Background: an optimization exercise with open tools, aiming at small area, a short achievable clock period and few clock cycles. Do not read the settings as production practice.
RTL that was checked went through simulation tests only; none was proved equivalent to the original.
Power figures rest on the tool's default switching activity, not on a simulated workload.

== run A ==
// chunk_bounds_centroid_reduce
module chunk_bounds_centroid_reduce #(
   parameter int CHUNK_LEN = cbcr_pkg::CHUNK_LEN_DEF
) (
   input  logic         clock,
   input  logic         reset,
   input  logic         req_tvalid,
   output logic         req_tready,
   input  logic [191:0] req_tdata,
   input  logic         req_tlast,
   output logic         rsp_tvalid,
   input  logic         rsp_tready,
   output logic [375:0] rsp_tdata
);
Size in the first run: about 5900 cells after synthesis, about 530 flip-flops, about 51000 um^2 of cells after synthesis.
Settings: LEC_CHECK=0, CAP_MARGIN=20, CORE_MARGIN=2, CORE_UTILIZATION=40, SLEW_MARGIN=20; clock period 13.0 ns.
standard.sh (not shown) runs the stock make flow with config.mk's settings and CLKGATE_MAP_FILE= SYNTH_SCRIPT=/design/flow/synth_recipe.tcl, a recipe that flattens the netlist after the stock synthesis.
==> flow/flow/run.sh <==
#!/bin/bash
# The standard layout, with the port buffers made of the smallest buffer
# cell and timing repair aiming for more setup slack.
set -euo pipefail
bash standard.sh "BUFFER_PORTS_ARGS=-buffer_cell sky130_fd_sc_hd__buf_1" SETUP_SLACK_MARGIN=7.5 finish > standard.log 2>&1
Testbench counts of run A, summed over its fixed seeds: cycles 75,377.
Input changes introduced in run B (baseline for comparison: run A):
==> flow/run.sh (new file) <==
#!/bin/bash
# synth_recipe.tcl (not shown) runs the flow's synth.tcl, then flattens the netlist and writes it again
# the make line also repeats each setting of config.mk as NAME=value (left out here)
make -C /OpenROAD-flow-scripts/flow DESIGN_CONFIG=/design/flow/config.mk WORK_HOME=/design/flow/orfs CLKGATE_MAP_FILE= SYNTH_SCRIPT=/design/flow/synth_recipe.tcl finish
removed: flow/flow/run.sh
removed: flow/standard.sh
Findings:
- The higher data arrival time of the critical path came out of run B.
- NOTE: post-layout total power in run B falls short of that of run A
- Non-clock buffer count (run B / run A): 0.73
- Against run A, run B reports a fraction of layout cells with a size suffix above 1 that is lower.
- The core utilization of run B is lower than that of run A.
- The internal power summed over all cells of run B was superior to that of run A.
- Between run B and run A, the fmax is higher for run A.
- Setup slack: run B less than run A
- Looking at worst setup path startpoint, the u_datapath.fill_ff[2]$_SDFFE_PP0P_ result is from run B; the u_datapath.fill_ff[3]$_SDFFE_PP0P_ one comes from run A.
- Run B vs run A: clock tree cell share of total cell area up
- Final routed wirelength across all metal layers for run B is lower than for run A.
For run C, these inputs were changed with respect to run B:
Settings: SETUP_SLACK_MARGIN now 5, previously not set.
==> flow/flow/run.sh (new file) <==
#!/bin/bash
# The standard layout, with the port buffers made of the smallest buffer cell.
set -euo pipefail
export BUFFER_PORTS_ARGS="-buffer_cell sky130_fd_sc_hd__buf_1"
bash standard.sh > standard.log 2>&1
==> flow/standard.sh (new file) <==
#!/bin/bash
# synth_recipe.tcl (not shown) runs the flow's synth.tcl, then flattens the netlist and writes it again
# the make line also repeats each setting of config.mk as NAME=value (left out here)
make -C /OpenROAD-flow-scripts/flow DESIGN_CONFIG=/design/flow/config.mk WORK_HOME=/design/flow/orfs CLKGATE_MAP_FILE= SYNTH_SCRIPT=/design/flow/synth_recipe.tcl "${@:-finish}"
removed: flow/run.sh
==> summary.txt <==
- Run B → run C: net count reported at finish has remained practically unchanged, setup slack after placement +170 ps, hold slack shows an increase of 7.9 ps.
- In the reports for run C and run B, the larger pin count of the biggest net entering global routing belongs to run C.
- Going from run B to run C, detailed-route via count up 220; count of clock-buffer cells in the layout up 8.0%.

---

== job 101 ==
chunk_bounds_centroid_reduce, a different RTL version from the one above (not shown whole).
Size: about 530 flip-flops.
export LEC_CHECK = 0
export CAP_MARGIN = 20
export CORE_MARGIN = 2
export CORE_UTILIZATION = 40
export SLEW_MARGIN = 20
export TNS_END_PERCENT = 5
create_clock -name core_clock -period 13.0 [get_ports {clock}]
==> flow/flow/run.sh <==
#!/bin/bash
# The standard layout, except: adders' carry logic starts from the map in
# flow/lcu.v, the port buffers are the smallest buffer cell, and timing
# repair aims for more setup slack.
set -euo pipefail
here=$(pwd)
bash standard.sh "SYNTH_OPERATIONS_ARGS=-extra-map $here/flow/lcu.v" \
   "BUFFER_PORTS_ARGS=-buffer_cell sky130_fd_sc_hd__buf_1" SETUP_SLACK_MARGIN=8.0 finish > standard.log 2>&1
==> flow/flow/lcu.v <==
(* techmap_celltype = "$lcu" *)
module _80_lcu_sklansky (P, G, CI, CO);
	parameter WIDTH = 2;

	(* force_downto *)
	input [WIDTH-1:0] P, G;
	input CI;

	(* force_downto *)
	output [WIDTH-1:0] CO;

	integer i, j;
	(* force_downto *)
	reg [WIDTH-1:0] p, g;

	wire [1023:0] _TECHMAP_DO_ = "proc; opt -fast";

	always @* begin
		p = P;
		g = G;

		// in almost all cases CI will be constant zero
		g[0] = g[0] | (p[0] & CI);

		for (i = 0; i < $clog2(WIDTH); i = i + 1) begin
			// iterate in reverse so we don't confuse a result from this stage and the previous
			for (j = WIDTH - 1; j >= 0; j = j - 1) begin
				if (j & 2**i) begin
					g[j] = g[j] | p[j] & g[(j & ~(2**i - 1)) - 1];
					p[j] = p[j] & p[(j & ~(2**i - 1)) - 1];
				end
			end
		end
	end

	assign CO = g;
endmodule
Inputs modified between job 101 and job 102:
--- a/flow/flow/run.sh
+++ b/flow/flow/run.sh
@@ -8 +8 @@
-   "BUFFER_PORTS_ARGS=-buffer_cell sky130_fd_sc_hd__buf_1" SETUP_SLACK_MARGIN=8.0 finish > standard.log 2>&1
+   "BUFFER_PORTS_ARGS=-buffer_cell sky130_fd_sc_hd__buf_1" SETUP_SLACK_MARGIN=7.5 finish > standard.log 2>&1
==> summary.txt <==
- For job 101, the critical path capture point was u_datapath.r_ff[5], unlike job 102, where it was u_datapath.r_ff[12].
- Job 102 vs. job 101: sum of routed wire length over all layers now sits lower, number of buffers created by CTS went up about 1.4%, multiplexer share of the synthesized area held steady, die area was more or less identical.
- Job 102: fraction of final layout cells sized beyond drive strength 1 5.5 points below job 101
- Summary — global-route wire length before repair, job 102 relative to job 101: higher, by about 0.56%.
No run of this note included a check of the RTL's function; only the layout flow was run.

-- static timing again, ports no longer ideal --
No port has a modelled driver above. Below, the same layouts with a new extraction and two added sets of constraints.
Step 1, drivers: a clkbuf_16 drives clock and a buf_2 each remaining input, both assumed.
Step 2, shift: input delay + t, output delay - t, t = (earliest + latest rising clock arrival at the registers) / 2. This alone moves slack from input paths to output paths.
a / b / c = ideal / step 1 / step 2; a / b = the first two.
run	t (ns)	setup WS [ns]	hold WS [ns]	worst setup path after step 2	latest minus earliest clock arrival (ns)
run A	0.758	7.112 / 7.100 / 6.706	0.473 / 0.473 / 0.473	input to register	0.038 / 0.039
run B	0.752	5.392 / 5.392 / 5.392	0.463 / 0.463 / 0.463	register to register	0.036 / 0.036
run C	0.762	5.665 / 5.665 / 5.665	0.471 / 0.471 / 0.471	register to register	0.047 / 0.047
job 101	0.717	7.049 / 7.073 / 6.387	0.432 / 0.432 / 0.432	input to register	0.034 / 0.034
job 102	0.711	6.953 / 6.959 / 6.293	0.452 / 0.452 / 0.452	input to register	0.026 / 0.026
After both steps every run listed still meets setup and hold. The setup slack of job 101, which loses most, moves by +0.024 ns with the drivers and by -0.662 ns with both steps.
